Background: an optimization exercise with open tools, aiming at small area, a short achievable clock period and few clock cycles per item. Do not read the settings as production practice.
Only simulation tests tie the RTL to the original design; equivalence was not proved.
Power figures rest on the tool's default switching activity, not on a simulated workload.

Setup of run A:
## pe_top
module pe_top (
    input  logic                      clk,
    input  logic                      rstn,
    input  logic [pe_pkg::CFG_W-1:0]  filter_size,
    input  logic                      iact_write_en,
    input  logic [pe_pkg::DATA_W-1:0] data_iact_in,
    output logic                      iact_ready,
    input  logic                      weight_write_en,
    input  logic [pe_pkg::DATA_W-1:0] data_weight_in,
    output logic                      weight_ready,
    input  logic                      psum_write_en,
    input  logic [pe_pkg::DATA_W-1:0] data_psum_in,
    output logic                      psum_ready,
    input  logic                      psum_read_en,
    output logic [pe_pkg::DATA_W-1:0] data_psum_out,
    output logic                      psum_out_valid
);
Settings: LEC_CHECK=0, CAP_MARGIN=20, CORE_MARGIN=2, CORE_UTILIZATION=40, SETUP_SLACK_MARGIN=4.0, SLEW_MARGIN=20; clock period 7.0 ns.
standard.sh (not shown) runs the stock make flow with config.mk's settings and CLKGATE_MAP_FILE= SYNTH_SCRIPT=/design/flow/synth_recipe.tcl, a recipe that flattens the netlist after the stock synthesis.
==> flow/flow/run.sh <==
#!/bin/bash
set -euo pipefail
export BUFFER_PORTS_ARGS="-buffer_cell sky130_fd_sc_hd__buf_1"
export CTS_ARGS="-sink_clustering_enable -repair_clock_nets -buf_list sky130_fd_sc_hd__clkbuf_8 -dont_use_dummy_load"
bash standard.sh finish > standard.log 2>&1
Testbench counts of run A, summed over its fixed seeds: cycles 18,441, rows 2,394.
diff inputs: run A => run B
Settings: swapping 4.0 for 4.2 in SETUP_SLACK_MARGIN.
--- outcome ---
- Having completed the whole flow, run A delivered a layout that passed the timing, DRC and antenna checks.
- Run B has completed all stages; timing, DRC and antenna checks passed.
- Of run B and run A, it is run B that has the lower total buffers and inverters traversed by the critical path.
- Routed metal-1 wire length was lower in run A than in run B.
- Diff run A -> run B: signed area change from the synthesized netlist to the final layout saw an increase; final cell count without fillers saw an increase; maximum clock skew at final layout saw an increase.
diff inputs: run B => run C
Settings: SETUP_SLACK_MARGIN now 4.1, was 4.2.
diff --git a/flow/flow/run.sh b/flow/flow/run.sh
--- a/flow/flow/run.sh
+++ b/flow/flow/run.sh
@@ -4,2 +4,3 @@
 export CTS_ARGS="-sink_clustering_enable -repair_clock_nets -buf_list sky130_fd_sc_hd__clkbuf_8 -dont_use_dummy_load"
+export SKIP_GATE_CLONING="1"
 bash standard.sh finish > standard.log 2>&1
Findings:
Relative to run B, number of non-clock buffers in the layout has decreased by about 23% in run C. Of the two candidates, run B has the worse via count and run C the better one. The run showing the greater clock skew after layout is run B. Run B → run C: area growth from synthesis to layout now smaller, cell count moved down, power density relative to cell area fell about 1%. Final layout net count was higher in run B than in run C. Clock group share of total power in run C is 0.4 points higher than in run B. Run B -> run C: cell area decreased by a few percent. Per the comparison of run C with run B, post-route clock period utilization moved up, total chip power lost 4.0%.
[inputs] run D vs run C
Settings: swapping 4.1 for 4.0 in SETUP_SLACK_MARGIN.
==> flow/flow/run.sh <==
#!/bin/bash
set -euo pipefail
export BUFFER_PORTS_ARGS="-buffer_cell sky130_fd_sc_hd__buf_1"
export CTS_ARGS="-sink_clustering_enable -repair_clock_nets -buf_list sky130_fd_sc_hd__clkbuf_4 -dont_use_dummy_load"
bash standard.sh finish > standard.log 2>&1
### Flow results
Delta (run D minus run C): non-clock buffer count fell by 4, total power down about 7%, via count lost 43, minimum clock period higher, clock latency on the worst-skew pair saw an increase. On final worst-path cycle share, the lower figure sits with run C, not run D. Wire length reported by the detailed router of run D falls short of that of run C slightly. Any difference in number of instances in the placed design between run D and run C is small enough to ignore. Critical path depth is lower on run C.

========
== P ==
Starting RTL as in the previous note.
==> flow/config.mk <==
export PLATFORM = sky130hd
export DESIGN_NAME = pe_top
export DESIGN_NICKNAME = pe_top
export VERILOG_FILES = /design/flow/design.v
export SDC_FILE = /design/flow/constraint.sdc
export NUM_CORES = 4
export LEC_CHECK = 0
export CAP_MARGIN = 20
export CORE_MARGIN = 2
export CORE_UTILIZATION = 40
export SETUP_SLACK_MARGIN = 4.0
export SLEW_MARGIN = 20
==> flow/constraint.sdc <==
create_clock -name core_clock -period 7.0 [get_ports {clk}]
set_input_delay 1.4000 -clock core_clock [delete_from_list [all_inputs] [get_ports {clk}]]
set_output_delay 1.4000 -clock core_clock [all_outputs]
set_load 0.01 [all_outputs]
==> flow/flow/run.sh <==
#!/bin/bash
set -euo pipefail
export BUFFER_PORTS_ARGS="-buffer_cell sky130_fd_sc_hd__buf_1"
export CTS_ARGS="-sink_clustering_enable -repair_clock_nets -buf_list sky130_fd_sc_hd__clkbuf_4 -dont_use_dummy_load"
bash standard.sh finish > standard.log 2>&1
P went all the way through the flow, and no timing, DRC or antenna check failed.
Testbench counts of P, summed over its fixed seeds: cycles 18,441, rows 2,394.
#### Input delta (Q over P)
- GPL_TIMING_DRIVEN now 0, previously not set
-- flow/flow/run.sh --
<<< P, line 4
export CTS_ARGS="-sink_clustering_enable -repair_clock_nets -buf_list sky130_fd_sc_hd__clkbuf_4 -dont_use_dummy_load"
>>> Q, line 4
export CTS_ARGS="-sink_clustering_enable -repair_clock_nets -buf_list sky130_fd_sc_hd__clkbuf_8 -dont_use_dummy_load"
## What came out
Q finished all stages; the layout is clean.
Going from P to Q, wire length grows by 1000 µm.
P → Q: fmax moved down; non-filler instance count after layout went up by about 2.2%; first-pass GRT wire length went up by 5.4%.
Detailed route wirelength on metal2 is lower on P
Looking at pin count of the biggest net entering global routing, Q sits above P.
Cmp Q vs P: total design power higher in Q

static timing again, ports no longer ideal:
The results above use ideal ports. As a check the final layouts listed here were re-extracted and re-timed, cells and wires unchanged.
Step 1 assumes that a clkbuf_16 drives the clock port and a buf_2 every other input.
Step 2 moves the port delays by t, midway between the first and last clock arrival at a register: inputs arrive t later, outputs are due t later. That takes back most of the time a late clock gives input paths.
Slacks: no drivers / after step 1 / after step 2; pairs: no drivers / after step 1.
| run | t, ns | setup WS [ns] | worst setup path after step 2 | worst register clock-pin slew, ns |
|---|---|---|---|---|
| run A | 0.472 | 4.162 / 4.162 / 3.923 | input to register | 0.08 / 0.08 |
| run B | 0.480 | 4.232 / 4.232 / 3.895 | input to register | 0.08 / 0.08 |
| run C | 0.476 | 4.206 / 4.206 / 3.919 | input to register | 0.07 / 0.07 |
| run D | 0.571 | 4.142 / 4.142 / 3.913 | input to register | 0.11 / 0.11 |
| P | 0.571 | 4.142 / 4.142 / 3.913 | input to register | 0.11 / 0.11 |
| Q | 0.479 | 4.111 / 4.111 / 3.908 | input to register | 0.08 / 0.08 |
After both steps setup and hold are still met in every run listed. The setup slack of run B, which loses most, moves by 0.000 ns with the drivers and by -0.337 ns with both steps.
